Background: an optimization exercise with open tools, aiming at small area, a short achievable clock period and few clock cycles per item. Do not read the settings as production practice. The RTL was checked by simulation tests, not by an equivalence proof against the original design. Power figures rest on the tool's default switching activity, not on a simulated workload.

## zinc
## fir_sym_mc
module fir_sym_mc #(
   parameter int WL     = 14,
   parameter int CW     = 14,
   parameter int TAPS   = 37,
   parameter int NCH    = 2,
   parameter int OUT_WL = 20,
   parameter int SHIFT  = 13,
   localparam int F     = (TAPS + 1) / 2,
   localparam int CHW   = (NCH > 1) ? $clog2(NCH) : 1,
   localparam int AW    = (F > 1) ? $clog2(F) : 1
) (
   input  logic                     clk,
   input  logic                     rst,
   input  logic                     in_valid,
   output logic                     in_ready,
   input  logic [CHW-1:0]           in_ch,
   input  logic signed [WL-1:0]     in_data,
   output logic                     out_valid,
   input  logic                     out_ready,
   output logic [CHW-1:0]           out_ch,
   output logic signed [OUT_WL-1:0] out_data,
   output logic                     out_sat,
   input  logic                     coef_we,
   input  logic [AW-1:0]            coef_addr,
   input  logic signed [CW-1:0]     coef_wdata
);
For scale: ~15,000 cells after synthesis, about 2,500 flip-flops, roughly 63 I/O pins, about 170,000 sq um of cells after synthesis.
Settings: LEC_CHECK=0, CAP_MARGIN=20, CORE_MARGIN=2, CORE_UTILIZATION=40, SLEW_MARGIN=20; clock period 12.0 ns.
run.sh (not shown) runs the stock make flow with config.mk's settings and CLKGATE_MAP_FILE= SYNTH_SCRIPT=/design/flow/synth_recipe.tcl, a recipe that flattens the netlist after the stock synthesis.
Testbench counts of zinc, summed over its fixed seeds: cycles 2,088, items 2,048.
For quartz, these inputs were changed with respect to zinc:
==> flow/flow/run.sh (new file) <==
#!/bin/bash
# The standard layout (the standard.sh: standard synthesis, then ORFS floorplan to
# finish), with the setup repair asked to aim below the clock period: repair_timing only
# works on paths with less slack than SETUP_SLACK_MARGIN, and with the default margin it
# stops once the 12 ns constraint is met. The SDC and every other setting are unchanged.
set -euo pipefail
bash standard.sh SETUP_SLACK_MARGIN=8.0 finish > standard_flow.log 2>&1
==> flow/standard.sh (new file) <==
#!/bin/bash
# synth_recipe.tcl (not shown) runs the flow's synth.tcl, then flattens the netlist and writes it again
# the make line also repeats each setting of config.mk as NAME=value (left out here)
make -C /OpenROAD-flow-scripts/flow DESIGN_CONFIG=/design/flow/config.mk WORK_HOME=/design/flow/orfs CLKGATE_MAP_FILE= SYNTH_SCRIPT=/design/flow/synth_recipe.tcl "${@:-finish}"
--- a/flow/config.mk
+++ b/flow/config.mk
@@ -8,4 +8,4 @@
 export CAP_MARGIN = 20
 export CORE_MARGIN = 2
-export CORE_UTILIZATION = 40
+export CORE_UTILIZATION = 55
 export SLEW_MARGIN = 20
removed: flow/run.sh
==> run notes <==
- The run showing the smaller antenna diode count is zinc.
- The die of quartz is smaller than the one used in zinc.
- Summary: with zinc as the reference, die width in quartz moved down by more than 10%.
- Comparing number of cells on the critical path for zinc and quartz, the smaller number came from quartz.
- Per the comparison of quartz with zinc, portion of total power attributed to combinational logic now sits higher, number of placed cells counting well taps went down.

---

Setup of v58:
fir_sym_mc, a different RTL version from the one above (not shown whole).
Size in the first run: roughly 13000 cells after synthesis, ~63 I/O pins, ~170000 µm² of cells after synthesis.
clock: 12.0 ns
lec_check: 0
cap_margin: 20
core_margin: 2
core_utilization: 60
cts_cluster_diameter: 100
cts_cluster_size: 20
slew_margin: 20
standard.sh (not shown) runs the stock make flow with config.mk's settings and CLKGATE_MAP_FILE= SYNTH_SCRIPT=/design/flow/synth_recipe.tcl, a recipe that flattens the netlist after the stock synthesis.
==> flow/flow/run.sh <==
#!/bin/bash
# The standard layout (the standard.sh) in two parts, with two changes to how the layout
# is made; the SDC and every other setting are unchanged:
#  1. After the standard synthesis, flow/fixinv.py removes inverters that Yosys's full-adder
#     extraction leaves between full-adder cells (a full adder with all inputs and outputs
#     inverted is the same cell), then the flow goes on from that netlist.
#  2. Setup repair aims below the clock period: repair_timing only works on paths with less
#     slack than SETUP_SLACK_MARGIN, and with the default margin it stops once the 12 ns
#     constraint is met.
set -euo pipefail
R=orfs/results/sky130hd/fir_sym_mc/base
bash standard.sh synth > standard_synth.log 2>&1
cp $R/1_2_yosys.v $R/1_2_yosys.std.v
python3 flow/fixinv.py $R/1_2_yosys.std.v $R/1_2_yosys.v > fixinv.log 2>&1
rm -f $R/1_synth.odb $R/1_synth.sdc
bash standard.sh SETUP_SLACK_MARGIN=8.3 finish > standard_flow.log 2>&1
Other scripts of this flow, unchanged in this note and not shown: flow/flow/fixinv.py
Looking at the reports, v58 completed the entire flow and the layout it produced met the timing, DRC and antenna checks.
Testbench counts of v58, summed over its fixed seeds: cycles 2,088, items 2,048.
Here is what was changed in the inputs of v2 compared with v58.
--- a/flow/flow/run.sh
+++ b/flow/flow/run.sh
@@ -14,3 +14,3 @@
 python3 flow/fixinv.py $R/1_2_yosys.std.v $R/1_2_yosys.v > fixinv.log 2>&1
 rm -f $R/1_synth.odb $R/1_synth.sdc
-bash standard.sh SETUP_SLACK_MARGIN=8.3 finish > standard_flow.log 2>&1
+bash standard.sh SETUP_SLACK_MARGIN=8.2 finish > standard_flow.log 2>&1
--- a/flow/config.mk
+++ b/flow/config.mk
@@ -9,5 +9,3 @@
 export CORE_MARGIN = 2
 export CORE_UTILIZATION = 60
-export CTS_CLUSTER_DIAMETER = 100
-export CTS_CLUSTER_SIZE = 20
 export SLEW_MARGIN = 20
Notes after the runs:
- Relative to v58, achievable frequency has decreased by 0.013 GHz in v2.
- Power share of the clock group sits higher in v2 than in v58.
- Against v58, the final cell area of v2 is higher.
- Looking at v58 and v2, the final cell count without fillers is a wash.
- Reported for v58 and v2, max-cap check violation count turned out identical to the last digit.
- Re overflow left after global routing: no difference whatsoever between v58 and v2.
- Compared with v58, v2 shows global-route wire length before repair lower by about 0.45%.
- CTS H-tree depth sits higher in v2 than in v58.
Relative to v2, the following input files were edited for v32:
--- a/flow/config.mk
+++ b/flow/config.mk
@@ -9,3 +9,5 @@
 export CORE_MARGIN = 2
 export CORE_UTILIZATION = 60
+export CTS_CLUSTER_DIAMETER = 100
+export CTS_CLUSTER_SIZE = 20
 export SLEW_MARGIN = 20
--- outcome ---
v32: PASS, flow complete, no timing, DRC or antenna violations. Cmp v2 and v32 / highest net fanout along the worst path / higher: v2. Re final area: v32 is 2.0% down on v2. Routed wire length | v32 below v2. Summary of v32 over v2: power share of the sequential group went up; fraction of the core area covered by cells at the end of the flow went down; sequential share of layout area went up; clock network area share went down. Final cell count (v32 vs. v2) decreases slightly. The setup slack of v32 is larger than that of v2.
Modified inputs, v50 compared to v32
--- a/flow/flow/run.sh
+++ b/flow/flow/run.sh
@@ -14,3 +14,3 @@
 python3 flow/fixinv.py $R/1_2_yosys.std.v $R/1_2_yosys.v > fixinv.log 2>&1
 rm -f $R/1_synth.odb $R/1_synth.sdc
-bash standard.sh SETUP_SLACK_MARGIN=8.2 finish > standard_flow.log 2>&1
+bash standard.sh SETUP_SLACK_MARGIN=8.3 finish > standard_flow.log 2>&1
--- a/flow/config.mk
+++ b/flow/config.mk
@@ -9,5 +9,3 @@
 export CORE_MARGIN = 2
 export CORE_UTILIZATION = 60
-export CTS_CLUSTER_DIAMETER = 100
-export CTS_CLUSTER_SIZE = 20
 export SLEW_MARGIN = 20
[summary]
v50 vs v32, synthesis-to-layout area growth went up by 3.8 points.
Compared v50 vs v32, and share of total power in the clock network is up in v50.
Relative to v32, the combined buffer and inverter count along the critical path of v50 is lower by 1.
Per the comparison of v50 with v32, remaining routing DRC violations held steady; share of the core filled with cells in the final layout grew by 2.3 points.

[separate check: timing with driven ports]
Ports are ideal in the flow. The routed layouts listed here were re-timed in OpenROAD.
Step 1: set_driving_cell puts a clkbuf_16 on clk and a buf_2 on each other input, an assumption about the parent block.
Step 2 also shifts input and output timing later by t, the mid clock arrival at the registers, as if the neighbouring blocks saw the same clock.
Three values: ideal, step 1, step 2; two values: the first two.
run	t (ns)	setup WS [ns]	worst setup path at the end
zinc	1.099	6.957 / 6.957 / 6.957	register to register
quartz	1.063	7.843 / 7.843 / 7.301	input to register
v58	1.029	8.181 / 8.108 / 7.452	input to register
v2	1.076	7.977 / 7.977 / 7.378	input to register
v32	1.021	7.992 / 7.992 / 7.317	input to register
v50	1.062	8.133 / 8.044 / 7.406	input to register
After both steps setup and hold are still met in every run listed. For v58, which loses most, drivers alone change the setup slack by -0.073 ns; drivers and shift together by -0.729 ns.
